Background: an optimization exercise with open tools, aiming at small area, a short achievable clock period and few clock cycles. Do not read the settings as production practice.
RTL that was checked went through simulation tests only; none was proved equivalent to the original.

run R:
==> module rrd_emit, before the edit <==
module rrd_emit (
	input  wire logic        clk,
	input  wire logic        arst_n,
	input  wire logic        wr_en,
	input  wire logic [5:0]  wr_addr,
	input  wire logic [7:0]  wr_data,
	output logic             p_busy,
	output logic             p_thr_busy,
	output logic             out_idle,
	input  wire logic        thr_backup,
	input  wire logic        p_load,
	input  wire logic [1:0]  p_status,
	input  wire logic        p_thr_seen,
	input  wire logic        p_thr_kept,
	input  wire logic        p_present,
	input  wire logic [5:0]  p_len,
	input  wire logic        p_long,
	input  wire logic        p_stop,
	input  wire logic [6:0]  p_base,
	input  wire logic [31:0] thr,
	output logic             old_v,
	output logic [6:0]       old_ptr,
	output logic             tx_valid,
	input  wire logic        tx_ready,
	output logic [1:0]       tx_status_code,
	output logic [31:0]      tx_throttle_ms,
	output logic             tx_value_present,
	output logic [5:0]       tx_value_length,
	output logic [7:0]       tx_value_byte,
	output logic [4:0]       tx_byte_index,
	output logic             tx_value_too_long,
	output logic             tx_stopped_early,
	output logic             tx_last_result
);
	logic [7:0] mem [64];
	always_ff @(posedge clk) begin
		if (wr_en) mem[wr_addr] <= wr_data;
	end
	logic       q_v;
	logic [1:0] q_st;
	logic       q_ts, q_tk, q_pr, q_lg, q_sp;
	logic [5:0] q_len;
	logic [6:0] q_base;
	logic       cv, cnew;
	logic [4:0] ck;
	logic [6:0] rptr;
	logic       o_v, o_last, o_pr, o_lg, o_sp;
	logic [7:0] o_byte;
	logic [4:0] o_idx;
	logic [1:0] o_st;
	logic [31:0] o_thr;
	logic [5:0] o_len;
	wire adv   = cv && (!o_v || tx_ready);
	wire [5:0] ck_inc = {1'b0, ck} + 6'd1;
	wire clast = cnew ? (q_len[5:1] == 5'd0) : (ck_inc == o_len);
	wire czero = cnew && (q_len == 6'd0);
	wire cload = q_v && !(cv && cnew) && (!cv || (adv && clast));
	assign p_busy  = q_v;
	assign p_thr_busy = q_v && q_ts && !q_tk;
	logic idle_q;
	assign out_idle   = idle_q;
	assign old_v   = cv || q_v;
	assign old_ptr = cv ? rptr : q_base;
	always_ff @(posedge clk or negedge arst_n) begin
		if (!arst_n) begin
			q_v <= 1'b0;
			idle_q <= 1'b1;
			rptr <= 7'd0;
			o_byte <= 8'd0;
			cv  <= 1'b0;
			o_v <= 1'b0;
		end else begin
			if (cload) rptr <= q_base;
			else if (adv) rptr <= rptr + 7'd1;
			if (adv) o_byte <= czero ? 8'd0 : mem[rptr[5:0]];
			idle_q <= !o_v && !cv && !q_v;
			if (p_load) q_v <= 1'b1;
			else if (adv && cnew) q_v <= 1'b0;
			if (cload) cv <= 1'b1;
			else if (adv && clast) cv <= 1'b0;
			if (adv) o_v <= 1'b1;
			else if (tx_ready) o_v <= 1'b0;
		end
	end
	always_ff @(posedge clk) begin
		if (p_load) begin
			q_st   <= p_status;
			q_ts   <= p_thr_seen;
			q_tk   <= p_thr_kept;
			q_pr   <= p_present;
			q_len  <= p_len;
			q_lg   <= p_long;
			q_sp   <= p_stop;
			q_base <= p_base;
		end
		if (cload) begin
			cnew  <= 1'b1;
			ck    <= 5'd0;
		end else if (adv) begin
			cnew <= 1'b0;
			ck   <= ck_inc[4:0];
		end
		if ((adv && cnew && !q_tk) || thr_backup) begin
			o_thr <= thr & {32{q_ts || thr_backup}};
		end
		if (adv) begin
			o_idx  <= ck;
			o_last <= clast;
			if (cnew) begin
				o_st  <= q_st;
				o_pr  <= q_pr;
				o_len <= q_len;
				o_lg  <= q_lg;
				o_sp  <= q_sp;
			end
		end
	end
	assign tx_valid          = o_v;
	assign tx_status_code    = o_st;
	assign tx_throttle_ms    = o_thr;
	assign tx_value_present  = o_pr;
	assign tx_value_length   = o_len;
	assign tx_value_byte     = o_byte;
	assign tx_byte_index     = o_idx;
	assign tx_value_too_long = o_lg;
	assign tx_stopped_early  = o_sp;
	assign tx_last_result    = o_last;
endmodule
clock: 6.5 ns
lec_check: 0
cap_margin: 20
core_margin: 2
core_utilization: 40
setup_slack_margin: 4.0
slew_margin: 20
standard.sh (not shown) runs the stock make flow with config.mk's settings and CLKGATE_MAP_FILE= SYNTH_SCRIPT=/design/flow/synth_recipe.tcl, a recipe that flattens the netlist after the stock synthesis.
==> flow/flow/run.sh <==
#!/bin/bash
set -euo pipefail
export CTS_ARGS="-sink_clustering_enable -repair_clock_nets -dont_use_dummy_load -sink_clustering_size 20 -sink_clustering_max_diameter 200"
bash standard.sh > standard_flow.log 2>&1
Input-level comparison between run X and run R:
--- a/flow/design.v
+++ b/flow/design.v
@@ -368,6 +368,6 @@
 	logic [5:0] q_len;
 	logic [6:0] q_base;
-	logic       cv, cnew;
-	logic [4:0] ck;
+	logic       cv, cnew, czero;
+	logic [4:0] ck, cend;
 	logic [6:0] rptr;
 	logic       o_v, o_last, o_pr, o_lg, o_sp;
@@ -378,12 +378,9 @@
 	logic [5:0] o_len;
 	wire adv   = cv && (!o_v || tx_ready);
-	wire [5:0] ck_inc = {1'b0, ck} + 6'd1;
-	wire clast = cnew ? (q_len[5:1] == 5'd0) : (ck_inc == o_len);
-	wire czero = cnew && (q_len == 6'd0);
+	wire clast = (ck == cend);
 	wire cload = q_v && !(cv && cnew) && (!cv || (adv && clast));
 	assign p_busy  = q_v;
 	assign p_thr_busy = q_v && q_ts && !q_tk;
-	logic idle_q;
-	assign out_idle   = idle_q;
+	assign out_idle   = !o_v && !cv && !q_v;
 	assign old_v   = cv || q_v;
 	assign old_ptr = cv ? rptr : q_base;
@@ -391,14 +388,7 @@
 		if (!arst_n) begin
 			q_v <= 1'b0;
-			idle_q <= 1'b1;
-			rptr <= 7'd0;
-			o_byte <= 8'd0;
 			cv  <= 1'b0;
 			o_v <= 1'b0;
 		end else begin
-			if (cload) rptr <= q_base;
-			else if (adv) rptr <= rptr + 7'd1;
-			if (adv) o_byte <= czero ? 8'd0 : mem[rptr[5:0]];
-			idle_q <= !o_v && !cv && !q_v;
 			if (p_load) q_v <= 1'b1;
 			else if (adv && cnew) q_v <= 1'b0;
@@ -422,8 +412,12 @@
 		if (cload) begin
 			cnew  <= 1'b1;
+			czero <= (q_len == 6'd0);
 			ck    <= 5'd0;
+			cend  <= (q_len == 6'd0) ? 5'd0 : 5'(q_len - 6'd1);
+			rptr  <= q_base;
 		end else if (adv) begin
 			cnew <= 1'b0;
-			ck   <= ck_inc[4:0];
+			ck   <= ck + 5'd1;
+			rptr <= rptr + 7'd1;
 		end
 		if ((adv && cnew && !q_tk) || thr_backup) begin
@@ -431,4 +425,5 @@
 		end
 		if (adv) begin
+			o_byte <= czero ? 8'd0 : mem[rptr[5:0]];
 			o_idx  <= ck;
 			o_last <= clast;
--- outcome ---
- For run X, the kind of critical path was reg2out, unlike run R, where it was reg2reg.
- Run X can be clocked slower than run R.
- Run R → run X: area growth from synthesis to layout lower, cell count roughly the same.
- Post-layout instance area on run X is down relative to run R.
- Routed wire in run X totals more than in run R.
- Summary of run X over run R: share of the core filled with cells in the final layout lower; period utilization up 0.26 points; worst hold margin barely changed; met1 wire length went down 1600 um.
Testbench counts of run X, summed over its fixed seeds: cycles 51,353.
For run R, only the layout was checked, not whether the RTL still works.


protobuf_read_reply_decoder_top, a different RTL version from the one above (not shown whole).
Size in the first run: about 740 flip-flops, roughly 72 I/O pins, about 0.030 mm^2 of cells after synthesis.
==> module rrd_emit, before the edit <==
module rrd_emit (
	input  wire logic        clk,
	input  wire logic        arst_n,
	input  wire logic        wr_en,
	input  wire logic [5:0]  wr_addr,
	input  wire logic [7:0]  wr_data,
	output logic             p_busy,
	output logic             p_thr_busy,
	input  wire logic        p_load,
	input  wire logic [1:0]  p_status,
	input  wire logic        p_thr_seen,
	input  wire logic        p_present,
	input  wire logic [5:0]  p_len,
	input  wire logic        p_long,
	input  wire logic        p_stop,
	input  wire logic [6:0]  p_base,
	input  wire logic [31:0] thr,
	output logic             old_v,
	output logic [6:0]       old_ptr,
	output logic             tx_valid,
	input  wire logic        tx_ready,
	output logic [1:0]       tx_status_code,
	output logic [31:0]      tx_throttle_ms,
	output logic             tx_value_present,
	output logic [5:0]       tx_value_length,
	output logic [7:0]       tx_value_byte,
	output logic [4:0]       tx_byte_index,
	output logic             tx_value_too_long,
	output logic             tx_stopped_early,
	output logic             tx_last_result
);
	logic [7:0] mem [64];
	always_ff @(posedge clk) begin
		if (wr_en) mem[wr_addr] <= wr_data;
	end
	logic       q_v;
	logic [1:0] q_st;
	logic       q_ts, q_pr, q_lg, q_sp;
	logic [5:0] q_len;
	logic [6:0] q_base;
	logic       cv, cnew;
	logic [4:0] ck;
	logic [6:0] rptr;
	logic       o_v, o_last, o_pr, o_lg, o_sp;
	logic [7:0] o_byte;
	logic [4:0] o_idx;
	logic [1:0] o_st;
	logic [31:0] o_thr;
	logic [5:0] o_len;
	wire adv   = cv && (!o_v || tx_ready);
	wire [5:0] ck_inc = {1'b0, ck} + 6'd1;
	wire clast = cnew ? (q_len[5:1] == 5'd0) : (ck_inc == o_len);
	wire czero = cnew && (q_len == 6'd0);
	wire cload = q_v && !(cv && cnew) && (!cv || (adv && clast));
	assign p_busy  = q_v;
	assign p_thr_busy = q_v && q_ts;
	assign old_v   = cv || q_v;
	assign old_ptr = cv ? rptr : q_base;
	always_ff @(posedge clk or negedge arst_n) begin
		if (!arst_n) begin
			q_v <= 1'b0;
			cv  <= 1'b0;
			o_v <= 1'b0;
		end else begin
			if (p_load) q_v <= 1'b1;
			else if (adv && cnew) q_v <= 1'b0;
			if (cload) cv <= 1'b1;
			else if (adv && clast) cv <= 1'b0;
			if (adv) o_v <= 1'b1;
			else if (tx_ready) o_v <= 1'b0;
		end
	end
	always_ff @(posedge clk) begin
		if (p_load) begin
			q_st   <= p_status;
			q_ts   <= p_thr_seen;
			q_pr   <= p_present;
			q_len  <= p_len;
			q_lg   <= p_long;
			q_sp   <= p_stop;
			q_base <= p_base;
		end
		if (cload) begin
			cnew  <= 1'b1;
			ck    <= 5'd0;
			rptr  <= q_base;
		end else if (adv) begin
			cnew <= 1'b0;
			ck   <= ck_inc[4:0];
			rptr <= rptr + 7'd1;
		end
		if (adv) begin
			o_byte <= czero ? 8'd0 : mem[rptr[5:0]];
			o_idx  <= ck;
			o_last <= clast;
			if (cnew) begin
				o_st  <= q_st;
				o_thr <= q_ts ? thr : 32'd0;
				o_pr  <= q_pr;
				o_len <= q_len;
				o_lg  <= q_lg;
				o_sp  <= q_sp;
			end
		end
	end
	assign tx_valid          = o_v;
	assign tx_status_code    = o_st;
	assign tx_throttle_ms    = o_thr;
	assign tx_value_present  = o_pr;
	assign tx_value_length   = o_len;
	assign tx_value_byte     = o_byte;
	assign tx_byte_index     = o_idx;
	assign tx_value_too_long = o_lg;
	assign tx_stopped_early  = o_sp;
	assign tx_last_result    = o_last;
endmodule
==> flow/config.mk <==
export PLATFORM = sky130hd
export DESIGN_NAME = protobuf_read_reply_decoder_top
export DESIGN_NICKNAME = protobuf_read_reply_decoder_top
export VERILOG_FILES = /design/flow/design.v
export SDC_FILE = /design/flow/constraint.sdc
export NUM_CORES = 4
export LEC_CHECK = 0
export CAP_MARGIN = 20
export CORE_MARGIN = 2
export CORE_UTILIZATION = 40
export SETUP_SLACK_MARGIN = 4.0
export SLEW_MARGIN = 20
==> flow/constraint.sdc <==
create_clock -name core_clock -period 6.5 [get_ports {clk}]
set_input_delay 1.3000 -clock core_clock [delete_from_list [all_inputs] [get_ports {clk}]]
set_output_delay 1.3000 -clock core_clock [all_outputs]
set_load 0.01 [all_outputs]
Scripts as last shown in full above: flow/flow/run.sh
==> next run, changes <==
--- a/flow/design.v
+++ b/flow/design.v
@@ -343,6 +343,6 @@
 	logic [5:0] q_len;
 	logic [6:0] q_base;
-	logic       cv, cnew;
-	logic [4:0] ck;
+	logic       cv, cnew, czero;
+	logic [4:0] ck, cend;
 	logic [6:0] rptr;
 	logic       o_v, o_last, o_pr, o_lg, o_sp;
@@ -353,7 +353,5 @@
 	logic [5:0] o_len;
 	wire adv   = cv && (!o_v || tx_ready);
-	wire [5:0] ck_inc = {1'b0, ck} + 6'd1;
-	wire clast = cnew ? (q_len[5:1] == 5'd0) : (ck_inc == o_len);
-	wire czero = cnew && (q_len == 6'd0);
+	wire clast = (ck == cend);
 	wire cload = q_v && !(cv && cnew) && (!cv || (adv && clast));
 	assign p_busy  = q_v;
@@ -387,9 +385,11 @@
 		if (cload) begin
 			cnew  <= 1'b1;
+			czero <= (q_len == 6'd0);
 			ck    <= 5'd0;
+			cend  <= (q_len == 6'd0) ? 5'd0 : 5'(q_len - 6'd1);
 			rptr  <= q_base;
 		end else if (adv) begin
 			cnew <= 1'b0;
-			ck   <= ck_inc[4:0];
+			ck   <= ck + 5'd1;
 			rptr <= rptr + 7'd1;
 		end
Outcome: The changed run finished clean; global-route usage is lower by 1.3 points; sequential share of layout area grows by 1.1 points; wire length is lower by 7.3%; clock-buffer cell count went up by 1; fmax rose by 1.1%; cell area shrinks by 0.93%; synthesized cell count falls by 8.8%; via count decreases by 8.2%.
Testbench counts after the change, summed over its fixed seeds: cycles 51,327.
Function not checked in the first run of this note: the RTL went through the layout flow alone.

## what the ideal ports hide
No port has a modelled driver above. Below, the same layouts with a new extraction and two added sets of constraints. Step 1 assumes that a clkbuf_16 drives the clock port and a buf_2 every other input. Step 2 moves the port delays by t, midway between the first and last clock arrival at a register: inputs arrive t later, outputs are due t later. That takes back most of the time a late clock gives input paths. Slacks: no drivers / after step 1 / after step 2; pairs: no drivers / after step 1.
run	t (ns)	setup WS [ns]	clock arrival spread, ns
run R	0.631	3.922 / 3.922 / 3.438	0.061 / 0.061
run X	0.649	3.905 / 3.839 / 3.501	0.075 / 0.075
the first run of note 2	0.641	3.908 / 3.886 / 3.408	0.070 / 0.070
the second run of note 2	0.635	3.937 / 3.870 / 3.523	0.095 / 0.095
After both steps setup and hold are still met in every run listed. For the first run of note 2, which loses most, drivers alone change the setup slack by -0.022 ns; drivers and shift together by -0.500 ns.
